From an optimization exercise on the open Yosys and OpenROAD flow, aimed at small area, a short achievable clock period and few clock cycles per item; shortcuts taken in it are not production practice. Only simulation tests tie the RTL to the original design; equivalence was not proved. Power is estimated from default activity; no workload was simulated.

==> module result_cache, before the edit <==
module result_cache (
    input  logic                   i_clk,
    input  logic                   i_rst_n,
    input  logic                   i_copy,
    input  logic [15:0][15:0]      i_c,
    input  logic                   i_rd_sop,
    input  logic [1:0]             i_rd_col,
    output logic                   o_rd_vld,
    output logic                   o_rd_eop,
    output logic [15:0]            o_rd_data
);
    logic [15:0][15:0] snap;
    logic [1:0]        rd_row;
    logic [1:0]        rd_col;
    logic [1:0]        nxt_row;
    logic [1:0]        nxt_col;
    logic [2:0]        rd_left;
    always_ff @(posedge i_clk) begin
        if (i_copy) begin
            snap <= i_c;
        end
    end
    assign nxt_row = (rd_left != 3'd0) ? rd_row + 2'd1 : 2'd0;
    assign nxt_col = (rd_left != 3'd0) ? rd_col : i_rd_col;
    always_ff @(posedge i_clk) begin
        if (!i_rst_n) begin
            rd_left  <= '0;
            o_rd_vld <= 1'b0;
            o_rd_eop <= 1'b0;
            rd_row   <= '0;
            rd_col   <= '0;
        end else if (rd_left == 3'd0) begin
            if (i_rd_sop) begin
                rd_left  <= 3'd4;
                o_rd_vld <= 1'b1;
                rd_row   <= 2'd0;
                rd_col   <= i_rd_col;
            end
        end else begin
            rd_left  <= rd_left - 3'd1;
            rd_row   <= nxt_row;
            o_rd_vld <= (rd_left != 3'd1);
            o_rd_eop <= (rd_left == 3'd2);
        end
    end
    always_ff @(posedge i_clk) begin
        o_rd_data <= snap[{nxt_row, nxt_col}];
    end
endmodule
clock: 8.0 ns
lec_check: 0
cap_margin: 20
core_margin: 2
core_utilization: 40
setup_slack_margin: 5
slew_margin: 20
run.sh (not shown) runs the stock make flow with config.mk's settings and CLKGATE_MAP_FILE= SYNTH_SCRIPT=/design/flow/synth_recipe.tcl, a recipe that flattens the netlist after the stock synthesis.
Testbench counts at the start, summed over its fixed seeds: cycles 12,544, items 320.
Rerun with:
--- a/flow/design.v
+++ b/flow/design.v
@@ -2086,5 +2086,4 @@
     logic [1:0]        rd_col;
     logic [1:0]        nxt_row;
-    logic [1:0]        nxt_col;
     logic [2:0]        rd_left;
     always_ff @(posedge i_clk) begin
@@ -2094,5 +2093,4 @@
     end
     assign nxt_row = (rd_left != 3'd0) ? rd_row + 2'd1 : 2'd0;
-    assign nxt_col = (rd_left != 3'd0) ? rd_col : i_rd_col;
     always_ff @(posedge i_clk) begin
         if (!i_rst_n) begin
@@ -2117,5 +2115,9 @@
     end
     always_ff @(posedge i_clk) begin
-        o_rd_data <= snap[{nxt_row, nxt_col}];
+        if (rd_left != 3'd0) begin
+            o_rd_data <= snap[{nxt_row, rd_col}];
+        end else begin
+            o_rd_data <= snap[{2'd0, i_rd_col}];
+        end
     end
 endmodule
Area after synthesis is about the same.
Global-route usage drops by 0.70 points.
Cell area climbs by 0.40%.
Die area is about the same.
Total power climbs by 2.8%.
Count of clock-buffer cells in the layout climbs by 6.
Setup slack is better by 16 ps.
Combinational power climbs by about 9%.
Maximum frequency climbs by 0.52%.
Routed wire length drops by 4.1%.
Testbench counts after the change, summed over its fixed seeds: cycles 12,544, items 320.

--- another note on this design; it stands on its own ---

fjord:
## npu_top
module npu_top #(
    parameter int N = 4
) (
    input  logic                  i_clk,
    input  logic                  i_rst_n,
    input  logic                  i_map_sop,
    input  logic                  i_map_eop,
    input  logic                  i_map_vld,
    input  logic [31:0]           i_map_data,
    input  logic                  i_weight_sop,
    input  logic                  i_weight_eop,
    input  logic                  i_weight_vld,
    input  logic [31:0]           i_weight_data,
    input  logic                  i_rd_sop,
    input  logic [$clog2(N)-1:0]  i_rd_col,
    output logic                  o_save_finish,
    output logic                  o_rd_vld,
    output logic                  o_rd_eop,
    output logic [15:0]           o_rd_data
);
Settings: LEC_CHECK=0, CAP_MARGIN=10, CORE_MARGIN=2, CORE_UTILIZATION=40, CTS_CLUSTER_DIAMETER=100, CTS_CLUSTER_SIZE=24, SETUP_SLACK_MARGIN=5, SLEW_MARGIN=10; clock period 8.0 ns.
run.sh (not shown) runs the stock make flow with config.mk's settings and CLKGATE_MAP_FILE= SYNTH_SCRIPT=/design/flow/synth_recipe.tcl, a recipe that flattens the netlist after the stock synthesis.
fjord: no failed stages, no open violations at the end
Testbench counts of fjord, summed over its fixed seeds: cycles 12,544, items 320.
[inputs] willow vs fjord
- swapping 10 for 20 in CAP_MARGIN
- swapping 40 for 45 in CORE_UTILIZATION
- swapping 10 for 20 in SLEW_MARGIN
## What came out
Sequential cell fraction of total power: willow < fjord. willow vs. fjord: wire length of the first global-routing pass shows a reduction of 1.3%; setup slack shows a reduction of 69 ps; clock latency of the later-clocked register in the worst-skew pair shows no meaningful change.

## afterwards: timing with drivers on the ports
Ports are ideal in the flow. The routed layouts listed here were re-timed in OpenROAD. Step 1, drivers: a clkbuf_16 drives i_clk and a buf_2 each remaining input, both assumed. Step 2 times the ports against the registers' clock, not the clock port: input delays grow and output delays shrink by t, the midpoint of the rising clock arrivals with the driver on. a / b / c = ideal ports / drivers / drivers and shift; a / b = the first two.
run | t (ns) | slack for setup (ns) | worst setup path at the end | worst data-port slew with drivers (ns) | cell pins on the clock port's net
the first run of note 1 | 0.763 | 5.008 / 4.961 / 4.302 | input to register | 0.09 | 1
the second run of note 1 | 0.760 | 5.023 / 4.974 / 4.333 | input to register | 0.08 | 1
fjord | 0.746 | 5.007 / 4.987 / 4.361 | input to register | 0.07 | 1
willow | 0.728 | 4.938 / 4.983 / 4.256 | input to register | 0.08 | 1
After both steps every run listed still meets setup and hold. For the first run of note 1, which loses most, drivers alone change the setup slack by -0.047 ns; drivers and shift together by -0.706 ns.
